Source: an optimization exercise on an open RTL-to-GDS flow (aim: small area, a short achievable clock period and few clock cycles per item). Production flows keep margins and buffers that such runs may drop.
In this exercise RTL edits were held to simulation tests only and were not proved equivalent to the original.

==> flow/design.v <==
module fft2d_top (
  input  logic                          clk,
  input  logic                          arst_n,
  input  logic                          in_valid,
  output logic                          in_ready,
  input  logic signed [16-1:0]  in_re,
  input  logic signed [16-1:0]  in_im,
  output logic                          out_valid,
  input  logic                          out_ready,
  output logic signed [20-1:0] out_re,
  output logic signed [20-1:0] out_im,
  output logic                          out_last
);
  localparam int IW = 16;    
  localparam int AW = IW + 1;         
  localparam int RW = 18;   
  localparam int ZW = RW + 1;         
  localparam int OW = 20;   
  localparam int EW = 2 * RW;         
  logic                 xv;         
  logic [1:0]           xc;         
  logic signed [IW-1:0] xre, xim;   
  logic                 xgo;        
  logic                 pa;         
  logic                 pb;         
  logic                 pha;        
  logic                 phb;        
  logic                 in_fire;
  logic                 xv_n;       
  logic [1:0]           xc_n;
  logic                 pa_n;
  logic                 pb_n;
  logic signed [IW-1:0] x0r, x0i;   
  logic signed [AW-1:0] pr, pim;    
  logic signed [AW-1:0] qr, qim;    
  logic signed [AW-1:0] cr, cim;    
  logic signed [AW-1:0] dr, dim;    
  logic signed [RW-1:0] o1r, o1i;   
  logic signed [RW-1:0] o2r, o2i;
  logic signed [RW-1:0] ar, ai;     
  logic signed [RW-1:0] br, bi;     
  assign xgo     = xv && !((xc == 2'd1 && pa) || (xc == 2'd2 && pb));
  assign in_fire = in_valid && in_ready;
  assign xv_n = in_fire || (xv && !xgo);
  assign xc_n = xgo ? xc + 2'd1 : xc;
  assign pa_n = (xgo && xc == 2'd3) || (pa && !pha);
  assign pb_n = (xgo && xc == 2'd3) || (pb && !phb);
  always_ff @(posedge clk)
  begin
    if (in_fire)
    begin
      xre <= in_re;
      xim <= in_im;
    end
  end
  always_ff @(posedge clk or negedge arst_n)
  begin
    if (!arst_n)
    begin
      xv       <= 1'b0;
      xc       <= '0;
      pa       <= 1'b0;
      pb       <= 1'b0;
      in_ready <= 1'b0;   
    end
    else
    begin
      xv       <= xv_n;
      xc       <= xc_n;
      pa       <= pa_n;
      pb       <= pb_n;
      in_ready <= !(xv_n && ((xc_n == 2'd1 && pa_n) || (xc_n == 2'd2 && pb_n)));
    end
  end
  logic sel_pq, sel_cd, sel_q, sel_x0;           
  logic sel_pq_n, sel_cd_n, sel_q_n, sel_x0_n;   
  always_ff @(posedge clk)
  begin
    sel_pq   <= pa_n;
    sel_cd   <= !pa_n && pb_n;
    sel_q    <= !pb_n && xc_n[0];
    sel_x0   <= !pb_n && !xc_n[0];
    sel_pq_n <= !pa_n;
    sel_cd_n <= pa_n || !pb_n;
    sel_q_n  <= pb_n || !xc_n[0];
    sel_x0_n <= pb_n || xc_n[0];
  end
  assign o1r = ({RW{sel_pq}} & RW'(pr)) | ({RW{sel_cd}} & RW'(cr)) |
               ({RW{sel_q}} & RW'(qr)) | ({RW{sel_x0}} & RW'(x0r));
  assign o1i = ({RW{!sel_pq_n}} & RW'(pim)) | ({RW{!sel_cd_n}} & RW'(cim)) |
               ({RW{!sel_q_n}} & RW'(qim)) | ({RW{!sel_x0_n}} & RW'(x0i));
  assign o2r = ({RW{sel_pq}} & RW'(qr)) | ({RW{sel_cd}} & RW'(dim)) |
               ({RW{!sel_pq && !sel_cd}} & RW'(xre));
  assign o2i = ({RW{!sel_pq_n}} & RW'(qim)) | ({RW{!sel_cd_n}} & RW'(dr)) |
               ({RW{sel_pq_n && sel_cd_n}} & RW'(xim));
  assign ar = o1r + o2r;
  assign ai = o1i + o2i;
  assign br = o1r - o2r;
  assign bi = o1i - o2i;
  always_ff @(posedge clk)
  begin
    if (xgo)
    begin
      case (xc)
        2'd0:
        begin
          x0r <= xre;
          x0i <= xim;
        end
        2'd1:
        begin
          qr  <= AW'(xre);
          qim <= AW'(xim);
        end
        2'd2:
        begin
          pr  <= AW'(ar);
          pim <= AW'(ai);
          cr  <= AW'(br);
          cim <= AW'(bi);
        end
        default:
        begin
          qr  <= AW'(ar);
          qim <= AW'(ai);
          dr  <= AW'(br);
          dim <= AW'(bi);
        end
      endcase
    end
  end
  logic [EW-1:0] w [4];
  assign w[0] = {ai, ar};
  assign w[1] = {bi, ar};
  assign w[2] = {bi, br};
  assign w[3] = {ai, br};
  logic [15:0][EW-1:0] m;        
  logic [3:0]          v;        
  logic [3:0]          e;        
  logic                mode;     
  logic                wmode;    
  logic                hmode;    
  logic [1:0]          wrow;     
  logic                ld1;      
  logic                cons;     
  logic [1:0]          bin;      
  logic [1:0]          rcol;     
  logic                rdf;      
  logic                flip;     
  assign e[0] = cons || !v[0];
  assign e[1] = cons || !(v[0] && v[1]);
  assign e[2] = cons || !(v[0] && v[1] && v[2]);
  assign e[3] = cons || !(v[0] && v[1] && v[2] && v[3]);
  assign pha  = pa && e[3];
  assign phb  = pb && !pa;
  assign flip = pha && (wrow == 2'd3);
  for (genvar gi = 0; gi < 4; gi++)
  begin : g_row
    for (genvar gj = 0; gj < 4; gj++)
    begin : g_col
      logic          en0;    
      logic          en1;    
      logic [EW-1:0] src0;   
      logic [EW-1:0] src1;   
      if (gj == 3)
      begin : g_t0
        assign src0 = w[gi];
        if (gi % 2 == 0)
          assign en0 = e[3] && !phb;
        else
          assign en0 = e[3] || phb;
      end
      else
      begin : g_n0
        assign src0 = m[gi*4 + gj + 1];
        assign en0  = e[gj];
      end
      if (gi == 3)
      begin : g_t1
        assign src1 = w[gj];
        if (gj % 2 == 0)
          assign en1 = e[3] && !phb;
        else
          assign en1 = e[3] || phb;
      end
      else
      begin : g_n1
        assign src1 = m[(gi+1)*4 + gj];
        assign en1  = e[gi];
      end
      logic ld0, ld1c, hold;
      assign ld0  = !wmode && en0;
      assign ld1c = wmode && en1;
      assign hold = !(ld0 || ld1c);
      always_ff @(posedge clk)
        m[gi*4 + gj] <= ({EW{ld0}} & src0) | ({EW{ld1c}} & src1) |
                        ({EW{hold}} & m[gi*4 + gj]);
    end
  end
  always_ff @(posedge clk or negedge arst_n)
  begin
    if (!arst_n)
    begin
      v       <= '0;
      mode    <= 1'b0;
      wmode   <= 1'b0;
      hmode   <= '0;
      wrow    <= '0;
      rdf     <= 1'b0;
    end
    else
    begin
      for (int j = 0; j < 3; j++)
        if (e[j])
          v[j] <= v[j+1];
      if (e[3])
        v[3] <= phb || flip;
      if (pha)
        wrow <= wrow + 2'd1;
      if (flip)
      begin
        mode    <= ~mode;   
        hmode   <= ~hmode;
      end
      if (phb)
        wmode <= mode;
      if (flip)
        rdf <= 1'b1;
      else if (cons && rcol == 2'd3)
        rdf <= 1'b0;
    end
  end
  logic signed [RW-1:0] hr [3];   
  logic signed [RW-1:0] hi [3];
  logic                 b0, b1;   
  logic                 ng;       
  logic [OW-1:0]        t0r, t1r, t2r, t3r;   
  logic [OW-1:0]        t0i, t1i, t2i, t3i;   
  logic [OW-1:0]        u1r, v1r, u1i, v1i;   
  logic                 s1v;      
  logic                 s1l;      
  logic [OW-1:0]        sr, cr2, si, ci2;   
  logic signed [OW-1:0] yr, yi;
  logic                 ld;       
  logic       mode_n;
  logic [1:0] bin_n;
  logic [3:0] hs1_n, hs3;   
  assign mode_n = flip ? ~mode : mode;
  assign bin_n  = ld1 ? bin + 2'd1 : bin;
  always_ff @(posedge clk)
  begin
    hs1_n <= ~{mode_n && bin_n[0], mode_n && !bin_n[0], !mode_n && bin_n[0], !mode_n && !bin_n[0]};
    hs3 <= {mode_n && bin_n[0], mode_n && !bin_n[0], !mode_n && bin_n[0], !mode_n && !bin_n[0]};
  end
  logic [EW-1:0]        h2;
  logic signed [RW-1:0] g1r, g1i, g3r, g3i;   
  assign h2    = hmode ? m[2] : m[8];
  assign hr[0] = m[0][RW-1:0];
  assign hi[0] = m[0][EW-1:RW];
  assign hr[2] = h2[RW-1:0];
  assign hi[2] = h2[EW-1:RW];
  assign g1r = ({RW{!hs1_n[3]}} & m[1][EW-1:RW]) | ({RW{!hs1_n[2]}} & m[1][RW-1:0]) |
               ({RW{!hs1_n[1]}} & m[4][EW-1:RW]) | ({RW{!hs1_n[0]}} & m[4][RW-1:0]);
  assign g1i = ({RW{!hs1_n[3]}} & m[1][RW-1:0]) | ({RW{!hs1_n[2]}} & m[1][EW-1:RW]) |
               ({RW{!hs1_n[1]}} & m[4][RW-1:0]) | ({RW{!hs1_n[0]}} & m[4][EW-1:RW]);
  assign g3r = ({RW{hs3[3]}} & m[3][EW-1:RW]) | ({RW{hs3[2]}} & m[3][RW-1:0]) |
               ({RW{hs3[1]}} & m[12][EW-1:RW]) | ({RW{hs3[0]}} & m[12][RW-1:0]);
  assign g3i = ({RW{hs3[3]}} & m[3][RW-1:0]) | ({RW{hs3[2]}} & m[3][EW-1:RW]) |
               ({RW{hs3[1]}} & m[12][RW-1:0]) | ({RW{hs3[0]}} & m[12][EW-1:RW]);
  assign b0 = bin[0];
  assign b1 = bin[1];
  assign ng = b0 || b1;
  assign t0r = OW'(hr[0]);
  assign t1r = OW'(hr[2]) ^ {OW{b0}};
  assign t2r = OW'(g1r) ^ {OW{b1}};
  assign t3r = OW'(g3r) ^ {OW{b0 ^ b1}};
  assign t0i = OW'(hi[0]);
  assign t1i = OW'(hi[2]) ^ {OW{b0}};
  assign t2i = OW'(g1i) ^ {OW{b0 ^ b1}};
  assign t3i = OW'(g3i) ^ {OW{b1}};
  assign u1r = t0r ^ t1r ^ t2r;
  assign v1r = {(t0r[OW-2:0] & t1r[OW-2:0]) | (t0r[OW-2:0] & t2r[OW-2:0]) |
                (t1r[OW-2:0] & t2r[OW-2:0]), ng};
  assign u1i = t0i ^ t1i ^ t2i;
  assign v1i = {(t0i[OW-2:0] & t1i[OW-2:0]) | (t0i[OW-2:0] & t2i[OW-2:0]) |
                (t1i[OW-2:0] & t2i[OW-2:0]), ng};
  assign ld   = s1v && (!out_valid || out_ready);
  assign ld1  = rdf && (!s1v || ld);
  assign cons = ld1 && (bin == 2'd3);
  always_ff @(posedge clk)
  begin
    if (ld1)
    begin
      sr  <= u1r ^ v1r ^ t3r;
      cr2 <= {(u1r[OW-2:0] & v1r[OW-2:0]) | (u1r[OW-2:0] & t3r[OW-2:0]) |
              (v1r[OW-2:0] & t3r[OW-2:0]), ng};
      si  <= u1i ^ v1i ^ t3i;
      ci2 <= {(u1i[OW-2:0] & v1i[OW-2:0]) | (u1i[OW-2:0] & t3i[OW-2:0]) |
              (v1i[OW-2:0] & t3i[OW-2:0]), ng};
      s1l <= (bin == 2'd3) && (rcol == 2'd3);
    end
  end
  assign yr = sr + cr2;
  assign yi = si + ci2;
  always_ff @(posedge clk or negedge arst_n)
  begin
    if (!arst_n)
    begin
      s1v       <= 1'b0;
      out_valid <= 1'b0;
      bin       <= '0;
      rcol      <= '0;
    end
    else
    begin
      s1v       <= ld1 || (s1v && !ld);
      out_valid <= ld || (out_valid && !out_ready);
      if (ld1)
        bin <= bin + 2'd1;
      if (cons)
        rcol <= rcol + 2'd1;
    end
  end
  always_ff @(posedge clk)
  begin
    if (ld)
    begin
      out_re   <= yr;
      out_im   <= yi;
      out_last <= s1l;
    end
  end
endmodule
==> flow/run.sh <==
#!/bin/bash
# synth_recipe.tcl (not shown) runs the flow's synth.tcl, then flattens the netlist and writes it again
# the make line also repeats each setting of config.mk as NAME=value (left out here)
make -C /OpenROAD-flow-scripts/flow DESIGN_CONFIG=/design/flow/config.mk WORK_HOME=/design/flow/orfs CLKGATE_MAP_FILE= SYNTH_SCRIPT=/design/flow/synth_recipe.tcl finish
==> flow/config.mk <==
export PLATFORM = sky130hd
export DESIGN_NAME = fft2d_top
export DESIGN_NICKNAME = fft2d_top
export VERILOG_FILES = /design/flow/design.v
export SDC_FILE = /design/flow/constraint.sdc
export NUM_CORES = 4
export LEC_CHECK = 0
export ABC_AREA = 1
export CAP_MARGIN = 20
export CORE_MARGIN = 2
export CORE_UTILIZATION = 40
export CTS_CLUSTER_DIAMETER = 85
export CTS_CLUSTER_SIZE = 26
export PLACE_DENSITY = 0.6
export SETUP_SLACK_MARGIN = 2.9
export SLEW_MARGIN = 20
==> flow/constraint.sdc <==
create_clock -name core_clock -period 6.0 [get_ports {clk}]
set_input_delay 1.2000 -clock core_clock [delete_from_list [all_inputs] [get_ports {clk}]]
set_output_delay 1.2000 -clock core_clock [all_outputs]
set_load 0.01 [all_outputs]
==> results.cfg <==
[run_status]
outcome = complete, no violations

[global_routing]
grt_pass1_wl_um = 215000
grt_start_max_net_pins = 72
grt_use_total = 0.236
antenna_found_initial = 2
grt_overflow = 0
grt_pass1_vias = 35211

[final_layout]
fin_util = 0.447
fin_nets = 5641
syn_to_final_growth_pct = 11.1
drive_above_1_share = 0.0703
final_area_um2 = 50900
nFillCells = 11234
final_cells = 6958
n_antenna_cell = 0

[min_path]
holdCritStartpoint = xim[2]
hold_path.class = reg -> reg
min_to = x0i[2]
hold_depth = 0

[logic_synthesis]
synth_cell_type_count = 50
ys_seq_area_frac = 0.478
syn-cell-area_um2 = 45800
synthFlopType = dfxtp_1
avgSynthCellArea_um2 = 8.40
synthCells = 5460
async_flop_share = 0.0236
synth-edff-count = 317
yosysWarnings = 4
ys_seq_elements = 931
synth_fp_nets = 5690

[timing]
setup_tns_ns = 0
whs_ns = 0.463
fin_ws_ns = 2.91
hold_violations = 0
fmax_ghz = 0.323
finalCritPeriodShare = 0.516
slew_headroom = 0.280
finalSetupViolCount = 0
skew_ns = 0.0422
layout_min_cycle_time_ns = 3.09
worst_pin_slew_ns = 1.08
maxSlewViolCount = 0
rsz0062_at_grt = yes

[detailed_routing]
remaining_drc_errors = 0
drtAntennaViolNets = 0
first_pass_iters = 6
vias = 37363
drt_iter0_drc = 3535
vias_per_cell = 5.37
drt_wl_total_um = 143000
routedWlPerCell_um = 20.5

[clock_tree]
clockBufferDepth = 3
clk_latency_ns = 0.69
clock_sinks = 931
clkTransAtPathRegs_ns = 0.11
ctsRootBufferMaster = clkbuf_16
cts_buffers = 50
tritoncts = yes
ctsHtreeMaxLevel = 2

[critical_path]
cp_common_cell = nand2_1
cp-end-kind = register
slowest_stage = ha_2
arrival_ns = 3.54
path_cells = buf_12 -> nor2_4 -> buf_4 -> a21oi_1 -> inv_1 -> ha_2 -> nand2_1 -> nand3_1 -> nand2_1 -> nand2_1 -> nand3_1 -> nand2_1 -> nand2_2 -> and2_1
rrSetupSlack_ns = 2.91
path_class = reg -> reg
reg2reg_to = pr[15]
crit_buf_inv = 3
crit_family = simple AND/OR/NAND/NOR gates
cp-start-kind = register
slowest_delay_ns = 0.43
r2r-start = sel_cd
crit_fanout = 17
r2r.worst_path.cells = 14
cp.required_ns = 6.44

[place]
gp_congestion = 0.926
place_ws_ns = 1.20
port_buffers = 78
numPlacedInstances = 6831
dpl.hpwl_um = 102000
place_area_um2 = 47700

[die]
ioPinCount = 79
dieWidth_um = 343
dieArea_um2 = 117000
die_h_um = 343
row_count = 124
core-area_um2 = 114000
initial_utilization = 0.402

[flow_run]
maxCapViolations = 0
## Yosys cell counts, types with 2 or more instances
cell | count | share of area
o221ai_1 | 257 | 0.049
xor2_1 | 157 | 0.030
a21o_1 | 6 | 0.00098
dfxtp_1 | 592 | 0.26
a21boi_0 | 3 | 0.00049
ha_1 | 114 | 0.031
o21ai_1 | 10 | 0.0011
nand2_1 | 1690 | 0.14
nand3b_1 | 2 | 0.00033
nand4_1 | 32 | 0.0044
inv_1 | 731 | 0.060
clkbuf_2 | 2 | 0.00022
nor4_1 | 2 | 0.00027
dfrtp_1 | 22 | 0.012
buf_6 | 6 | 0.0015
inv_2 | 20 | 0.0016
o211ai_1 | 94 | 0.015
clkinv_1 | 4 | 0.00033
edfxtp_1 | 317 | 0.21
a221oi_1 | 36 | 0.0069
o21bai_1 | 19 | 0.0031
o21ai_0 | 103 | 0.011
buf_2 | 116 | 0.013
a31oi_1 | 5 | 0.00068
nand2_4 | 10 | 0.0025
xnor2_1 | 12 | 0.0023
clkbuf_1 | 95 | 0.0078
buf_1 | 21 | 0.0017
o22ai_1 | 122 | 0.017
nor2_1 | 176 | 0.014
and2_1 | 25 | 0.0034
fa_1 | 80 | 0.035
buf_4 | 25 | 0.0041
mux2_2 | 2 | 0.00049
nand2_8 | 2 | 0.00087
o2111ai_1 | 14 | 0.0027
a21oi_1 | 119 | 0.013
a22oi_1 | 4 | 0.00066
inv_4 | 2 | 0.00027
a22o_1 | 4 | 0.00076
nand3_1 | 375 | 0.041
nand2_2 | 11 | 0.0015
nor3_1 | 14 | 0.0015
## logic make-up after synthesis
kind of cell | after synthesis | share of synthesized area
and+or+nand+nor | 2343 | 0.209
xor gates and xnor gates | 170 | 0.0326
muxes | 2 | 0.000491
adders and majority gates | 194 | 0.0661
DFF | 931 | 0.478
buffers and inverters | 1022 | 0.0901
AOI/OAI and AO/OA | 798 | 0.123
## layout make-up
| cell class | count | area, um2 | area share |
|---|---|---|---|
| flip-flops and latches | 931 | 21900 | 0.431 |
| multi-input cells | 3511 | 20800 | 0.408 |
| inverters | 757 | 3000 | 0.0589 |
| well taps | 1512 | 1890 | 0.0371 |
| repair buffers | 159 | 1640 | 0.0321 |
| clock buffers | 64 | 1380 | 0.0271 |
| clock inverters | 23 | 315 | 0.00619 |
| repair inverters | 1 | 7.51 | 0.000147 |
## flip-flops by register name (all words and copies together) (netlist names), 17 cells and up
register	count
ci2	19
cr2	20
dim	17
dr	17
m	576
out_im	20
out_re	20
pim	17
pr	17
qim	17
qr	17
si	19
sr	19
## per-layer routing
| layer | routed length, um | share of wire | track usage |
|---|---|---|---|
| met5 | 0 | 0 | 0 |
| met4 | 3760 | 0.026 | 0.0610 |
| met3 | 8550 | 0.060 | 0.0248 |
| met2 | 66100 | 0.46 | 0.390 |
| met1 | 64200 | 0.45 | 0.329 |
## repair_timing
action | 4_1_cts | 5_1_grt
resized for setup | 117 | 180
cloned | 3 | 3
pin swaps | 7 | 9
buffers inserted | 24 | 8
hold buffers | 0 | 0
endpoints found under the hold margin | 0 | 0
setup endpoints to repair | 661 | 630
## worst max path at each step
stage / startpoint / end / cells after the start
after floorplan: bin[1] / si[18] / 10
after global placement: out_ready / m[53] / 13
after detailed placement: out_ready / m[68] / 13
after CTS: out_ready / m[295] / 13
after global routing: sel_cd / m[435] / 11
final: sel_cd / pr[15] / 14
## cell usage in the layout (no fill, tap or decap), drive strengths merged, types with 2 or more instances in the layout
master,instances
o221ai,257
nor3,14
clkdlybuf4s50,78
xor2,158
fa,80
mux2,2
nand2,1717
o2111ai,14
nor4,2
o21bai,19
nor2,177
dfxtp,592
o21ai,113
o22ai,122
o211ai,94
nand3b,2
clkinv,11
a21oi,119
and2,25
dfrtp,22
ha,114
a21boi,3
edfxtp,317
bufinv,3
nand3,377
a22oi,4
a221oi,36
nand4,32
clkbuf,66
inv,758
buf,78
a22o,4
clkinvlp,9
a21o,6
a31oi,5
xnor2,12
Testbench counts, summed over its fixed seeds: cycles 6,304, samples 6,144.

separate check: timing with driven ports:
The flow's constraints put no driver on any port. The routed layout listed below was extracted and timed again, unchanged, in two steps.
Step 1 assumes that a clkbuf_16 drives the clock port and a buf_2 every other input.
Step 2, shift: input delay + t, output delay - t, t = (earliest + latest rising clock arrival at the registers) / 2. This alone moves slack from input paths to output paths.
a / b / c = ideal / step 1 / step 2; a / b = the first two.
t, ns: 0.736
setup slack, ns: 2.905 / 2.905 / 2.314
worst hold slack (ns): 0.463 / 0.463 / 0.463
After both steps setup and hold are still met in this run. The setup slack of this run moves by 0.000 ns with the drivers and by -0.591 ns with both steps.
